Source: an optimization exercise on an open RTL-to-GDS flow (aim: small area). Production flows keep margins and buffers that such runs may drop.
At most, simulation tests tie the RTL to the original design; equivalence was not proved.
Power is estimated from default activity; no workload was simulated. No driver is modelled on the clock port, so clocking that relies on it looks cheaper here than on a real chip.

==> flow/design.v <==
module sha256_msg_padder #(
  parameter int MAX_NIB = 128,
  parameter int CNT_W   = 8
) (
  input  logic         clk,
  input  logic         rst_n,
  input  logic         in_valid,
  output logic         in_ready,
  input  logic [3:0]   in_nibble,
  input  logic         in_last,
  output logic         blk_valid,
  input  logic         blk_ready,
  output logic [511:0] blk_data,
  output logic         blk_last,
  output logic [63:0]  msg_bits,
  output logic         ovf,
  output logic [1:0]   dbg_state
);
  logic         col;        
  logic         pad_q;      
  logic         off_q;      
  logic         mark_q;     
  logic         sec;        
  logic [6:0]   cnt;        
  logic [7:0]   len;        
  logic         ovf_q;
  logic [511:0] sr;
  logic [7:0]   cnt_inc;
  logic         two;        
  logic         fin;        
  logic         nib_xfer;
  logic         sh, hd;
  logic [3:0]   pad_nib;
  logic [3:0]   sh_in;
  logic         end_msg;
  logic         full;
  assign cnt_inc  = {1'b0, cnt} + 8'd1;
  assign full     = &cnt;
  assign two      = len[7] | (&len[6:4]);
  assign fin      = sec | ~two;
  assign col      = ~pad_q & ~off_q;
  assign in_ready = col;
  assign nib_xfer = col & in_valid;
  assign sh       = nib_xfer | pad_q;
  assign hd       = off_q | (col & ~in_valid);
  assign end_msg  = in_last | full;
  always_comb begin
    pad_nib = 4'h0;
    if (mark_q) begin
      pad_nib = 4'h8;
    end else if (fin && (cnt[6:2] == 5'h1f)) begin
      case (cnt[1:0])
        2'd1:    pad_nib = {2'b00, len[7:6]};
        2'd2:    pad_nib = len[5:2];
        2'd3:    pad_nib = {len[1:0], 2'b00};
        default: pad_nib = 4'h0;
      endcase
    end
  end
  assign sh_in = col ? in_nibble : pad_nib;
  always_ff @(posedge clk) begin
    sr <= ({512{sh}} & {sr[507:0], sh_in}) | ({512{hd}} & sr);
  end
  always_ff @(posedge clk) begin
    if (nib_xfer && end_msg) len <= cnt_inc;
  end
  always_ff @(posedge clk or negedge rst_n) begin
    if (!rst_n) begin
      pad_q  <= 1'b0;
      off_q  <= 1'b0;
      mark_q <= 1'b0;
      sec    <= 1'b0;
      cnt    <= '0;
      ovf_q  <= 1'b0;
    end else begin
      ovf_q <= nib_xfer & full & ~in_last;
      if (sh) cnt <= cnt_inc[6:0];
      if (nib_xfer && end_msg) begin
        pad_q  <= ~full;
        off_q  <= full;
        mark_q <= ~full;
      end
      if (pad_q) begin
        mark_q <= 1'b0;
        if (full) begin
          pad_q <= 1'b0;
          off_q <= 1'b1;
        end
      end
      if (off_q && blk_ready) begin
        off_q <= 1'b0;
        if (fin) begin
          sec   <= 1'b0;
        end else begin
          pad_q  <= 1'b1;
          mark_q <= len[7];
          sec    <= 1'b1;
        end
      end
    end
  end
  assign blk_valid = off_q;
  assign blk_data  = sr;
  assign blk_last  = fin;
  assign msg_bits  = {54'd0, len, 2'b00};
  assign ovf       = ovf_q;
  assign dbg_state = {off_q & sec, off_q & ~sec};
endmodule
==> flow/config.mk <==
export PLATFORM = sky130hd
export DESIGN_NAME = sha256_msg_padder
export DESIGN_NICKNAME = sha256_msg_padder
export VERILOG_FILES = /design/flow/design.v
export SDC_FILE = /design/flow/constraint.sdc
export NUM_CORES = 4
export LEC_CHECK = 0
export CAP_MARGIN = 20
export CORE_AREA = 2 2 170 170
export DIE_AREA = 0 0 172 172
export SLEW_MARGIN = 20
==> flow/constraint.sdc <==
create_clock -name core_clock -period 6.5 [get_ports {clk}]
set_input_delay 1.3000 -clock core_clock [delete_from_list [all_inputs] [get_ports {clk}]]
set_output_delay 1.3000 -clock core_clock [all_outputs]
set_load 0.01 [all_outputs]
standard.sh (not shown) runs the stock make flow with config.mk's settings and CLKGATE_MAP_FILE= SYNTH_SCRIPT=/design/flow/synth_recipe.tcl, a recipe that flattens the netlist after the stock synthesis.
==> flow/flow/run.sh <==
#!/bin/bash
# Standard layout, with the port buffers taken as the smallest buffer cell and
# a clock tree of larger sink clusters without dummy loads.
set -euo pipefail
export BUFFER_PORTS_ARGS="-buffer_cell sky130_fd_sc_hd__buf_1"
export CTS_ARGS="-sink_clustering_enable -repair_clock_nets -dont_use_dummy_load -sink_clustering_size 30 -sink_clustering_max_diameter 80 -buf_list sky130_fd_sc_hd__clkbuf_16"
bash standard.sh finish > standard.log 2>&1
Change:
--- a/flow/design.v
+++ b/flow/design.v
@@ -14,11 +14,11 @@
   output logic         blk_last,
   output logic [63:0]  msg_bits,
   output logic         ovf,
   output logic [1:0]   dbg_state
 );
-  logic         col;        
+  logic         col_q;      
   logic         pad_q;      
   logic         off_q;      
   logic         mark_q;     
   logic         sec;        
   logic [6:0]   cnt;        
@@ -36,15 +36,14 @@
   logic         full;
   assign cnt_inc  = {1'b0, cnt} + 8'd1;
   assign full     = &cnt;
   assign two      = len[7] | (&len[6:4]);
   assign fin      = sec | ~two;
-  assign col      = ~pad_q & ~off_q;
-  assign in_ready = col;
-  assign nib_xfer = col & in_valid;
+  assign in_ready = col_q;
+  assign nib_xfer = col_q & in_valid;
   assign sh       = nib_xfer | pad_q;
-  assign hd       = off_q | (col & ~in_valid);
+  assign hd       = off_q | (col_q & ~in_valid);
   assign end_msg  = in_last | full;
   always_comb begin
     pad_nib = 4'h0;
     if (mark_q) begin
       pad_nib = 4'h8;
@@ -55,29 +54,31 @@
         2'd3:    pad_nib = {len[1:0], 2'b00};
         default: pad_nib = 4'h0;
       endcase
     end
   end
-  assign sh_in = col ? in_nibble : pad_nib;
+  assign sh_in = col_q ? in_nibble : pad_nib;
   always_ff @(posedge clk) begin
     sr <= ({512{sh}} & {sr[507:0], sh_in}) | ({512{hd}} & sr);
   end
   always_ff @(posedge clk) begin
     if (nib_xfer && end_msg) len <= cnt_inc;
   end
   always_ff @(posedge clk or negedge rst_n) begin
     if (!rst_n) begin
+      col_q  <= 1'b1;
       pad_q  <= 1'b0;
       off_q  <= 1'b0;
       mark_q <= 1'b0;
       sec    <= 1'b0;
       cnt    <= '0;
       ovf_q  <= 1'b0;
     end else begin
       ovf_q <= nib_xfer & full & ~in_last;
       if (sh) cnt <= cnt_inc[6:0];
       if (nib_xfer && end_msg) begin
+        col_q  <= 1'b0;
         pad_q  <= ~full;
         off_q  <= full;
         mark_q <= ~full;
       end
       if (pad_q) begin
@@ -88,10 +89,11 @@
         end
       end
       if (off_q && blk_ready) begin
         off_q <= 1'b0;
         if (fin) begin
+          col_q <= 1'b1;
           sec   <= 1'b0;
         end else begin
           pad_q  <= 1'b1;
           mark_q <= len[7];
           sec    <= 1'b1;
Synthesized area goes up by 1.8%.
Flip-flop and latch count goes up by 1.
Power goes down by 16%.
Synthesized cell count goes down by 1.2%.
Clock skew goes down by 0.013 ns.
Worst hold slack stays flat.
Function not checked in the first run of this note: the RTL went through the layout flow alone.

==> port drivers added, routing unchanged <==
The flow's constraints put no driver on any port. The routed layouts listed below were extracted and timed again, unchanged, in two steps. Step 1: set_driving_cell puts a clkbuf_16 on clk and a buf_2 on each other input, an assumption about the parent block. Step 2 moves the port delays by t, midway between the first and last clock arrival at a register: inputs arrive t later, outputs are due t later. That takes back most of the time a late clock gives input paths. a / b / c = no drivers / after step 1 / after step 2; a / b = the first two.
| run | t (ns) | slack for setup (ns) | worst setup path after step 2 | slew at the worst register clock pin (ns) | worst data-port slew with drivers (ns) |
|---|---|---|---|---|---|
| the first run | 0.580 | 3.309 / 3.305 / 2.729 | input to register | 0.11 / 0.11 | 0.06 |
| the second run | 0.583 | 3.536 / 3.545 / 2.963 | input to register | 0.11 / 0.11 | 0.06 |
After both steps every run listed still meets setup and hold. The setup slack of the first run, which loses most, moves by -0.004 ns with the drivers and by -0.580 ns with both steps.
